Background: an optimization exercise with open tools, aiming at small area. Do not read the settings as production practice.
Only simulation tests tie the RTL to the original design; equivalence was not proved.
Power and IR drop assume default switching activity.

==> module ped_sub, before the edit <==
module ped_sub (
	input  wire logic [11:0] smp_i,
	input  wire logic [11:0] pedn_i,
	input  wire logic        inv_i,
	output logic [12:0]      d_o
);
	logic [12:0] w;
	logic [8:0]  c0;
	logic [4:0]  c2;
	logic [3:0]  s2, p2;
	logic        k8, k12;
	assign c0[0] = ~inv_i;
	for (genvar i = 0; i < 8; i++) begin : g_lo
		fadd u_f0 (.a_i(smp_i[i]), .b_i(pedn_i[i]), .c_i(c0[i]), .s_o(w[i]), .c_o(c0[i+1]));
	end
	hadd u_h2 (.a_i(smp_i[8]), .b_i(pedn_i[8]), .s_o(s2[0]), .c_o(c2[1]));
	for (genvar i = 1; i < 4; i++) begin : g_hi
		fadd u_f2 (.a_i(smp_i[i+8]), .b_i(pedn_i[i+8]), .c_i(c2[i]), .s_o(s2[i]), .c_o(c2[i+1]));
	end
	assign c2[0] = 1'b0;
	assign p2 = {&s2[2:0], &s2[1:0], s2[0], 1'b1};
	assign k8 = c0[8];
	assign w[11:8] = s2 ^ (p2 & {4{k8}});
	assign k12 = c2[4] | (k8 & (&s2));
	assign w[12] = ~k12;
	assign d_o = w ^ {13{inv_i}};
endmodule
Settings: LEC_CHECK=0, CAP_MARGIN=20, CORE_MARGIN=2, CORE_UTILIZATION=65, CTS_CLUSTER_DIAMETER=100, CTS_CLUSTER_SIZE=28, PLACE_DENSITY=0.68, SETUP_SLACK_MARGIN=0.05, SLEW_MARGIN=20, SYNTH_HIERARCHICAL=1; clock period 5.0 ns.
standard.sh (not shown) runs the stock make flow with config.mk's settings and CLKGATE_MAP_FILE= SYNTH_SCRIPT=/design/flow/synth_recipe.tcl, a recipe that flattens the netlist after the stock synthesis.
==> flow/flow/run.sh <==
#!/bin/bash
# Layout flow: the standard layout (standard.sh) with two changes.
#  1. Synthesis maps the logic with an area-oriented ABC script (flow/area.abc)
#     instead of ORFS's speed script. Everything else in synthesis is the standard flow's
#     own script (synth_recipe.tcl): same passes, same flip-flop mapping, same
#     flattening and renaming, so the registers are the standard ones.
#  2. The port buffers are sky130_fd_sc_hd__buf_1 (every input and output
#     port still gets one) instead of the delay cell buffer_ports picks.
# Each tool's output goes to a log file in this folder; ORFS's own per-step
# logs are under orfs/logs/.
set -euo pipefail
here=$(pwd)

# ORFS synth.tcl with the ABC script swapped after the preamble has set it up
orfs_synth="$FLOW_HOME/scripts/synth.tcl"
anchor='source $::env(SCRIPTS_DIR)/synth_preamble.tcl'
grep -qF "$anchor" "$orfs_synth"
awk -v anchor="$anchor" -v abc="$here/flow/area.abc" '
	{ print }
	$0 == anchor { print "lset abc_args 1 " abc }
' "$orfs_synth" > "$here/area_synth.tcl"
grep -q "lset abc_args 1 $here/flow/area.abc" "$here/area_synth.tcl"

# The standard flow's synthesis script, sourcing that copy instead of ORFS's synth.tcl
sed 's#^source $::env(SCRIPTS_DIR)/synth.tcl$#source '"$here"'/area_synth.tcl#' \
	"$here/synth_recipe.tcl" > "$here/area_synth_recipe.tcl"
grep -q "^source $here/area_synth.tcl\$" "$here/area_synth_recipe.tcl"

BUFFER_PORTS_ARGS="-buffer_cell sky130_fd_sc_hd__buf_1" \
	bash "$here/standard.sh" SYNTH_SCRIPT="$here/area_synth_recipe.tcl" finish \
	> "$here/standard_finish.log" 2>&1

test -s "$here/out/final.def"
==> flow/flow/area.abc <==
&get -n
&st
&syn2
&dch
&nf -a -R 1000
&put
topo
stime -c
Then changed:
--- a/flow/design.v
+++ b/flow/design.v
@@ -319,27 +319,33 @@
 	input  wire logic [11:0] smp_i,
 	input  wire logic [11:0] pedn_i,
 	input  wire logic        inv_i,
 	output logic [12:0]      d_o
 );
 	logic [12:0] w;
-	logic [8:0]  c0;
-	logic [4:0]  c2;
-	logic [3:0]  s2, p2;
-	logic        k8, k12;
+	logic [4:0]  c0, c1, c2;
+	logic [3:0]  s1, s2, p1, p2;
+	logic        k4, k8, k12;
 	assign c0[0] = ~inv_i;
-	for (genvar i = 0; i < 8; i++) begin : g_lo
+	for (genvar i = 0; i < 4; i++) begin : g_b
 		fadd u_f0 (.a_i(smp_i[i]), .b_i(pedn_i[i]), .c_i(c0[i]), .s_o(w[i]), .c_o(c0[i+1]));
+		if (i == 0) begin : g_h
+			hadd u_h1 (.a_i(smp_i[4]), .b_i(pedn_i[4]), .s_o(s1[0]), .c_o(c1[1]));
+			hadd u_h2 (.a_i(smp_i[8]), .b_i(pedn_i[8]), .s_o(s2[0]), .c_o(c2[1]));
+		end else begin : g_f
+			fadd u_f1 (.a_i(smp_i[i+4]), .b_i(pedn_i[i+4]), .c_i(c1[i]), .s_o(s1[i]), .c_o(c1[i+1]));
+			fadd u_f2 (.a_i(smp_i[i+8]), .b_i(pedn_i[i+8]), .c_i(c2[i]), .s_o(s2[i]), .c_o(c2[i+1]));
+		end
 	end
-	hadd u_h2 (.a_i(smp_i[8]), .b_i(pedn_i[8]), .s_o(s2[0]), .c_o(c2[1]));
-	for (genvar i = 1; i < 4; i++) begin : g_hi
-		fadd u_f2 (.a_i(smp_i[i+8]), .b_i(pedn_i[i+8]), .c_i(c2[i]), .s_o(s2[i]), .c_o(c2[i+1]));
-	end
+	assign c1[0] = 1'b0;
 	assign c2[0] = 1'b0;
+	assign p1 = {&s1[2:0], &s1[1:0], s1[0], 1'b1};
 	assign p2 = {&s2[2:0], &s2[1:0], s2[0], 1'b1};
-	assign k8 = c0[8];
+	assign k4 = c0[4];
+	assign w[7:4]  = s1 ^ (p1 & {4{k4}});
+	assign k8 = c1[4] | (k4 & (&s1));
 	assign w[11:8] = s2 ^ (p2 & {4{k8}});
 	assign k12 = c2[4] | (k8 & (&s2));
 	assign w[12] = ~k12;
 	assign d_o = w ^ {13{inv_i}};
 endmodule
 module gt_s13 (
The new run completed with no timing, DRC or antenna violations.
Wire length goes up by 1.2%.
Final area goes up by 0.45%.
Global-route usage goes up by 0.61 points.
Hold slack gets worse by 0.014 ns.
Flip-flop and latch count stays the same.
Clock-buffer cell count does not change.
Clock power goes up by about 1%.
Sequential share of layout area goes down by 0.19 points.
Register-to-register slack gets better by 0.097 ns.
Die area goes up by 0.76%.
Total power goes up by 1.3%.
Cell count goes up by 0.55%.
Clock skew goes down by 0.014 ns.
Combinational power goes up by about 5%.

==> static timing again, ports no longer ideal <==
The flow's constraints put no driver on any port. The routed layouts listed below were extracted and timed again, unchanged, in two steps.
Step 1 (the two cells are an assumption about what drives the block):
set clk [get_ports {wb_clk}]
set_driving_cell -lib_cell sky130_fd_sc_hd__clkbuf_16 $clk
set_driving_cell -lib_cell sky130_fd_sc_hd__buf_2 [delete_from_list [all_inputs] $clk]
Step 2 times the ports against the registers' clock, not the clock port: input delays grow and output delays shrink by t, the midpoint of the rising clock arrivals with the driver on.
Slacks: ideal ports / drivers / drivers and shift; pairs: ideal ports / drivers.
| run | shift t [ns] | setup slack, ns | hold WS [ns] | worst setup path at the end | worst slew at a driven data input, ns |
|---|---|---|---|---|---|
| the first run | 0.674 | 0.153 / 0.153 / -0.079 | 0.443 / 0.443 / 0.443 | input to register | 0.10 |
| the second run | 0.676 | 0.249 / 0.249 / 0.036 | 0.428 / 0.428 / 0.428 | input to register | 0.05 |
Met with ideal ports but missed after step 2: setup timing in the first run. The setup slack of the first run, which loses most, moves by 0.000 ns with the drivers and by -0.232 ns with both steps.
